Background: an optimization exercise with open tools, aiming at small area. Do not read the settings as production practice.
In this exercise RTL edits were held to simulation tests only and were not proved equivalent to the original.
No activity file was given, so power comes from the tool's default toggle rates.

==> design.v <==
module gm_curve_mc #(
    parameter int  CH_NUM   = 3,
    parameter int  DATI_SZ  = 10,
    parameter int  DATO_SZ  = 10,
    parameter int  SEG_BITS = 4,
    localparam int CHW      = (CH_NUM > 1) ? $clog2(CH_NUM) : 1
) (
    input  logic                      pclk,
    input  logic                      prst,
    input  logic [CH_NUM*DATI_SZ-1:0] px_i,
    input  logic                      px_vld_i,
    input  logic                      frm_str,
    input  logic                      gm_en,
    input  logic [4:0]                gm_str,
    input  logic                      tbl_we,
    input  logic [CHW-1:0]            tbl_ch,
    input  logic [SEG_BITS:0]         tbl_addr,
    input  logic [DATO_SZ-1:0]        tbl_wdat,
    input  logic                      tbl_upd,
    output logic                      tbl_upd_pend,
    output logic [CH_NUM*DATO_SZ-1:0] px_o,
    output logic                      px_vld_o
);
    localparam int NSEG = 1 << SEG_BITS;
    localparam int DXW  = DATI_SZ - SEG_BITS;    
    localparam int DYW  = DATO_SZ + 1;           
    localparam int PW   = DATO_SZ + DXW + 2;     
    localparam logic [SEG_BITS:0]    ADDR_MAX = (SEG_BITS+1)'(NSEG);
    localparam logic [CHW:0]         CH_LIM   = (CHW+1)'(CH_NUM);
    localparam logic signed [PW-1:0] RND      = PW'(1 << (DXW - 1));
    localparam int BW = DATO_SZ + 6;
    function automatic logic [DATO_SZ-1:0] ident_knot(input integer k);
        integer v;
        v = (k << DATO_SZ) >> SEG_BITS;
        if (v > ((1 << DATO_SZ) - 1))
            v = (1 << DATO_SZ) - 1;
        ident_knot = v[DATO_SZ-1:0];
    endfunction
    localparam int NKNOT = CH_NUM * (NSEG + 1);
    logic [NKNOT*DATO_SZ-1:0] r_shadow;
    logic [NKNOT*DATO_SZ-1:0] r_act;
    logic               r_upd_pend;
    logic               r_gm_en_act;
    logic [4:0]         r_str_act;
    logic               w_swap;
    logic               w_wr_ok;
    assign w_swap  = frm_str & (r_upd_pend | tbl_upd);
    assign w_wr_ok = tbl_we && (tbl_addr <= ADDR_MAX) && ({1'b0, tbl_ch} < CH_LIM);
    for (genvar c = 0; c < CH_NUM; c++) begin : g_tc
        for (genvar k = 0; k <= NSEG; k++) begin : g_tk
            localparam int IDX = c * (NSEG + 1) + k;
            always_ff @(posedge pclk) begin
                if (prst) begin
                    r_shadow[IDX*DATO_SZ +: DATO_SZ] <= ident_knot(k);
                    r_act[IDX*DATO_SZ +: DATO_SZ]    <= ident_knot(k);
                end else begin
                    if (w_swap)
                        r_act[IDX*DATO_SZ +: DATO_SZ] <= r_shadow[IDX*DATO_SZ +: DATO_SZ];
                    if (w_wr_ok && ({1'b0, tbl_ch} == (CHW+1)'(c)) && (tbl_addr == (SEG_BITS+1)'(k)))
                        r_shadow[IDX*DATO_SZ +: DATO_SZ] <= tbl_wdat;
                end
            end
        end
    end
    always_ff @(posedge pclk) begin
        if (prst) begin
            r_upd_pend  <= 1'b0;
            r_gm_en_act <= 1'b0;
            r_str_act   <= 5'd0;
        end else begin
            if (w_swap)
                r_upd_pend <= 1'b0;
            else if (tbl_upd)
                r_upd_pend <= 1'b1;
            if (frm_str) begin
                r_gm_en_act <= gm_en;
                r_str_act   <= (gm_str > 5'd16) ? 5'd16 : gm_str;
            end
        end
    end
    assign tbl_upd_pend = r_upd_pend;
    logic                      r_s1_vld, r_s2_vld, r_out_vld;
    logic                      r_s1_en, r_s2_en;
    logic                      r_s3_vld, r_s3_en;
    logic [4:0]                r_s1_str, r_s2_str, r_s3_str;
    always_ff @(posedge pclk) begin
        if (prst) begin
            r_s1_vld  <= 1'b0;
            r_s2_vld  <= 1'b0;
            r_out_vld <= 1'b0;
            r_s1_en   <= 1'b0;
            r_s2_en   <= 1'b0;
            r_s3_vld <= 1'b0;
            r_s3_en  <= 1'b0;
            r_s1_str <= 5'd0;
            r_s2_str <= 5'd0;
            r_s3_str <= 5'd0;
        end else begin
            r_s1_vld <= px_vld_i;
            r_s2_vld <= r_s1_vld;
            if (px_vld_i) begin
                r_s1_en <= r_gm_en_act;
                r_s1_str <= r_str_act;
            end
            if (r_s1_vld) begin
                r_s2_en <= r_s1_en;
                r_s2_str <= r_s1_str;
            end
            r_s3_vld  <= r_s2_vld;
            r_out_vld <= r_s3_vld;
            if (r_s2_vld) begin
                r_s3_en  <= r_s2_en;
                r_s3_str <= r_s2_str;
            end
        end
    end
    for (genvar c = 0; c < CH_NUM; c++) begin : g_ch
        logic [DATI_SZ-1:0]    w_x;
        logic [SEG_BITS:0]     w_k0;
        logic [SEG_BITS:0]     w_k1;
        logic [DATO_SZ-1:0]    w_y0;
        logic [DATO_SZ-1:0]    w_y1;
        logic signed [DYW-1:0] w_dy;
        logic [DXW-1:0]        w_dx;
        logic [DATO_SZ-1:0]    w_lin;
        logic signed [PW-1:0]  w_dx_s;
        logic signed [PW-1:0]  w_dy_s;
        logic signed [PW-1:0]  w_prod;
        logic signed [PW-1:0]  w_sh;
        logic signed [PW-1:0]  w_sum;
        logic [DATO_SZ-1:0]    w_crv;
        logic                  w_unused_hi;
        logic [DATO_SZ-1:0]    r_s1_y0;
        logic signed [DYW-1:0] r_s1_dy;
        logic [DXW-1:0]        r_s1_dx;
        logic [DATO_SZ-1:0]    r_s1_lin;
        logic [DATO_SZ-1:0]    r_s2_y0;
        logic signed [PW-1:0]  r_s2_prod;
        logic [DATO_SZ-1:0]    r_s2_lin;
        logic [DATO_SZ-1:0]    r_out;
        assign w_x  = px_i[c*DATI_SZ +: DATI_SZ];
        assign w_k0 = {1'b0, w_x[DATI_SZ-1 -: SEG_BITS]};
        assign w_k1 = w_k0 + (SEG_BITS+1)'(1);
        assign w_dx = w_x[DXW-1:0];
        assign w_y0 = r_act[(c*(NSEG+1) + int'(w_k0))*DATO_SZ +: DATO_SZ];
        assign w_y1 = r_act[(c*(NSEG+1) + int'(w_k1))*DATO_SZ +: DATO_SZ];
        assign w_dy = $signed({1'b0, w_y1}) - $signed({1'b0, w_y0});
        if (DATI_SZ >= DATO_SZ) begin : g_msb
            assign w_lin = w_x[DATI_SZ-1 -: DATO_SZ];
        end else begin : g_shl
            assign w_lin = {w_x, {(DATO_SZ-DATI_SZ){1'b0}}};
        end
        assign w_dx_s = $signed({{(PW-DXW){1'b0}}, r_s1_dx});
        assign w_dy_s = $signed({{(PW-DYW){r_s1_dy[DYW-1]}}, r_s1_dy});
        assign w_prod = w_dx_s * w_dy_s + RND;
        assign w_sh        = r_s2_prod >>> DXW;
        assign w_sum       = $signed({{(PW-DATO_SZ){1'b0}}, r_s2_y0}) + w_sh;
        assign w_crv       = w_sum[DATO_SZ-1:0];
        assign w_unused_hi = ^w_sum[PW-1:DATO_SZ];
        logic [DATO_SZ-1:0] r_s3_crv;
        logic [DATO_SZ-1:0] r_s3_lin;
        logic [DATO_SZ-1:0] w_bl;
        logic [BW-1:0]      w_mix;
        logic               w_unused_mix;
        assign w_mix = BW'(r_s3_crv) * BW'(r_s3_str)
                     + BW'(r_s3_lin) * BW'(5'd16 - r_s3_str) + BW'(8);
        assign w_bl         = w_mix[DATO_SZ+3:4];
        assign w_unused_mix = ^{w_mix[BW-1:DATO_SZ+4], w_mix[3:0]};
        always_ff @(posedge pclk) begin
            if (prst) begin
                r_s1_y0   <= '0;
                r_s1_dy   <= '0;
                r_s1_dx   <= '0;
                r_s1_lin  <= '0;
                r_s2_y0   <= '0;
                r_s2_prod <= '0;
                r_s2_lin  <= '0;
                r_out     <= '0;
                r_s3_crv  <= '0;
                r_s3_lin  <= '0;
            end else begin
                if (px_vld_i) begin
                    r_s1_y0  <= w_y0;
                    r_s1_dy  <= w_dy;
                    r_s1_dx  <= w_dx;
                    r_s1_lin <= w_lin;
                end
                if (r_s1_vld) begin
                    r_s2_y0   <= r_s1_y0;
                    r_s2_prod <= w_prod;
                    r_s2_lin  <= r_s1_lin;
                end
                if (r_s2_vld) begin
                    r_s3_crv <= w_crv;
                    r_s3_lin <= r_s2_lin;
                end
                if (r_s3_vld)
                    r_out <= r_s3_en ? w_bl : r_s3_lin;
            end
        end
        assign px_o[c*DATO_SZ +: DATO_SZ] = r_out;
    end
    assign px_vld_o = r_out_vld;
endmodule
==> run.sh <==
#!/bin/bash
# synth_recipe.tcl (not shown) runs the flow's synth.tcl, then flattens the netlist and writes it again
# the make line also repeats each setting of config.mk as NAME=value (left out here)
make -C /OpenROAD-flow-scripts/flow DESIGN_CONFIG=/design/flow/config.mk WORK_HOME=/design/flow/orfs CLKGATE_MAP_FILE= SYNTH_SCRIPT=/design/flow/synth_recipe.tcl finish
==> config.mk <==
export PLATFORM = sky130hd
export DESIGN_NAME = gm_curve_mc
export DESIGN_NICKNAME = gm_curve_mc
export VERILOG_FILES = /design/flow/design.v
export SDC_FILE = /design/flow/constraint.sdc
export NUM_CORES = 4
export LEC_CHECK = 0
export CAP_MARGIN = 20
export CORE_MARGIN = 2
export CORE_UTILIZATION = 40
export SLEW_MARGIN = 20
==> constraint.sdc <==
create_clock -name core_clock -period 10.0 [get_ports {pclk}]
set_input_delay 2.0000 -clock core_clock [delete_from_list [all_inputs] [get_ports {pclk}]]
set_output_delay 2.0000 -clock core_clock [all_outputs]
set_load 0.01 [all_outputs]
==> notes.md <==
-- worst max-delay path: stages (launching register included) --
cell,delay [ns]
dfxtp_2,0.32
buf_4,0.53
nor4_2,0.18
nand2b_1,0.31
inv_1,0.66
and2_1,0.53
fa_1,0.50
inv_1,0.08
fa_1,0.40
inv_1,0.08
fa_1,0.44
fa_1,0.50
fa_1,0.49
inv_1,0.05
fa_1,0.47
inv_1,0.04
ha_1,0.25
inv_1,0.06
o21ai_0,0.48
a31oi_1,0.26
o21bai_1,0.25
a21o_1,0.16
xnor2_1,0.10
o21ai_0,0.08
-- stage by stage --
stage / hold slack (ns) / cells / setup slack [ns]
after detailed placement: 0.4408 / 10475 / 2.673
final: 0.4311 / 10738 / 2.596
after global routing: 0.4555 / 10738 / 2.149
after global placement: 0.4350 / 10474 / 2.798
after floorplan: 0.4291 / 8395 / 3.242
after CTS: 0.4291 / 10736 / 2.638
-- cell type report --
class	count	area, µm²
clock buffer	214	4307
timing repair buffer	153	1443
fill	17958	103300
clock inverter	47	564.3
sequential	1322	26480
tap	2480	3103
multi-input combinational	5926	43380
inverter	596	2245
-- cells by family after synthesis --
kind of cell	share of synthesized area [%]
compound gates	7.313
mux	15.57
buf+inv	5.877
xor+xnor	1.569
simple gates	18.36
fa+ha+maj	15.62
flops	35.68
-- registers in the layout, indices dropped and copies added (netlist names), 5 cells and up --
name / count
g_ch.r_s3_crv: 30
g_ch.r_s1_y0: 30
r_act: 510
g_ch.r_s1_lin: 15
r_str_act: 5
g_ch.r_s1_dx: 15
r_shadow: 510
g_ch.r_out: 30
g_ch.r_s3_lin: 30
g_ch.r_s2_y0: 30
g_ch.r_s2_prod: 30
r_s3_str: 5
g_ch.r_s1_dy: 33
g_ch.r_s2_lin: 30
r_s1_str: 5
r_s2_str: 5
-- cells in the mapped netlist (82+ instances only) --
library cell  instances  area share, %
inv_1               594            3.0
a21oi_1             688            4.6
dfxtp_1            1322             36
and2_1              355            3.0
mux2i_1             848             11
nor2_1              864            4.4
clkbuf_1            456            2.3
fa_1                405             11
ha_1                278            4.7
mux2_2              108            1.6
xnor2_1             106            1.3
nand3_1             183            1.2
mux4_2               82            2.5
nand2_1            1486            7.5
-- metal layers --
metal  wire [µm]  vias up
li1            -    26852
met4        4006        4
met2       87490     1030
met3        8469      235
met1       89050    27001
met5          33        -
-- how the worst min path moves through the flow --
stage / cells past startpoint / endpoint
floorplan: 2 / g_ch[0].r_s2_prod[14]
global placement: 2 / r_act[443]
detailed placement: 2 / r_act[180]
CTS: 2 / r_act[394]
global route: 2 / r_act[402]
finish: 2 / r_act[394]
-- power by group --
group	internal (mW)	switching, mW	leakage, nW	total, mW
clock network	3.21	2.29	2.38	5.49
logic	0.387	0.682	19.7	1.07
registers	5.35	0.106	10.7	5.46
total	8.95	3.07	32.8	12.0
==> flow_summary.yaml <==
outcome:
  status: "no timing/DRC/antenna violations"
sta:
  slew_headroom_pct: 25.49
  max_freq_ghz: 0.1351
  rsz0062_at_grt: "false"
  clock_skew_ns: 0.03399
  hold_violations: 0
  tightest_slew_ns: 1.114
  slew_viol_final: 0
  setup_viol: 0
  tns_ns: 0
  period_needed_ns: 7.404
  fin_crit_sh_pct: 74.04
pwr:
  ir_worst_vdd_v: 0.0001296
  p_leak_nw: 32.76
  power_density_nw_per_um2: 147.5
  power_mw: 12.02
logic_synthesis:
  synthFlopType: "dfxtp_1"
  synth-seq-cells: 1322
  synth-async-reset-ratio_pct: 0
  synthesis.nets: 9137
  synth-edff-count: 0
  syn_inst: 8395
  yosys_warnings: 1
  syn_avg_cell_area_um2: 8.835
  ys_seq_area_share_pct: 35.68
  synth_area_um2: 74170
  synth_cell_types: 73
setup_path:
  critical_path_required_ns: 10.63
  critPathKind: "reg -> reg"
  rr_worst_depth: 23
  reg2reg_slack_ns: 2.60
  crit_fanout: 61
  crit_arrival_ns: 8.04
  cp-start-kind: "flop"
  timing.critical_path.from: "r_s3_str[0]"
  end_kind: "flop"
  r2r-end: "g_ch[1].r_out[9]"
  reg2reg_from: "r_s3_str[0]"
  crit_end: "g_ch[1].r_out[9]"
clocking:
  cts.sinks: 1322
  cts_tree: "yes"
  cts_setup_buffers: 0
  cts_buffers: 147
  holdBufCountCts: 0
  clock_path_buffers: 3
  htree_num_levels: 4
  cts_resized: 0
  insertion_delay_ns: 0.79
  clkTransAtPathRegs_ns: 0.06
  root_buffer: "clkbuf_16"
placement:
  hpwl_mm: 126.2
  place.gp.congestion: 0.8553
  placed_area_um2: 76590
  io_buffers: 90
cells_and_area:
  finalInstanceArea_um2: 81510
  final_common_cell: "nand2_1"
  fin_util_pct: 44.10
  diodes: 0
  area_growth_syn_to_layout_pct: 9.901
  drive_above_1_share_pct: 6.951
  mostFrequentLayoutCells: "1486 x nand2_1, 1318 x dfxtp_1, 864 x nor2_1"
  nNetsFinal: 8888
drt:
  drc: 0
  firstDrtPassIters: 5
  wl_per_cell_um: 17.61
  via_per_inst: 5.133
  wl_mm: 189.1
  ant_nets: 0
  vias: 55122
  initialDrtViolationCount: 3782
global_routing:
  overflow: 0
  grt_max_degree: 189
  antenna_found_initial: 2
  top_usage_layer: "met2"
  grt_pass1_wl_mm: 302.6
  met3_usage_pct: 2.775
  use_met1_pct: 27.85
  grt_pass1_vias: 53383
  track_usage_pct: 19.98
  use_met2_pct: 32.50
flow_run:
  cap_viol_max_count: 0
floorplan:
  initial_utilization_pct: 40.13
  ioPinCount: 91
  fp.dieH_um: 434.6
  fp.dieW_um: 434.6
  rows: 158
  die_area_um2: 188900
  core_area_um2: 184800
hold_path:
  hold_path_class: "reg -> reg"
  min_from: "r_shadow[394]"

separate check: timing with driven ports:
In the flow no input, the clock included, has a driving cell. The finished layout below was timed again as built, in two steps. Step 1 assumes that a clkbuf_16 drives the clock port and a buf_2 every other input. Step 2 adds t to the input delays and takes it off the output delays; t is the mean of the earliest and latest rising clock arrival at the registers after step 1. Input paths then give back, and output paths get back, about the clock's delay inside the block. Three values: no drivers, after step 1, after step 2; two values: the first two.
shift t [ns]: 0.861
slack for setup (ns): 2.596 / 2.596 / 2.596
clock arrival spread, ns: 0.040 / 0.039
worst data-port slew with drivers (ns): 0.06
pins driven straight from the clock port: 1
After both steps setup and hold are still met in this run. The setup slack of this run moves by 0.000 ns with the drivers and by 0.000 ns with both steps.
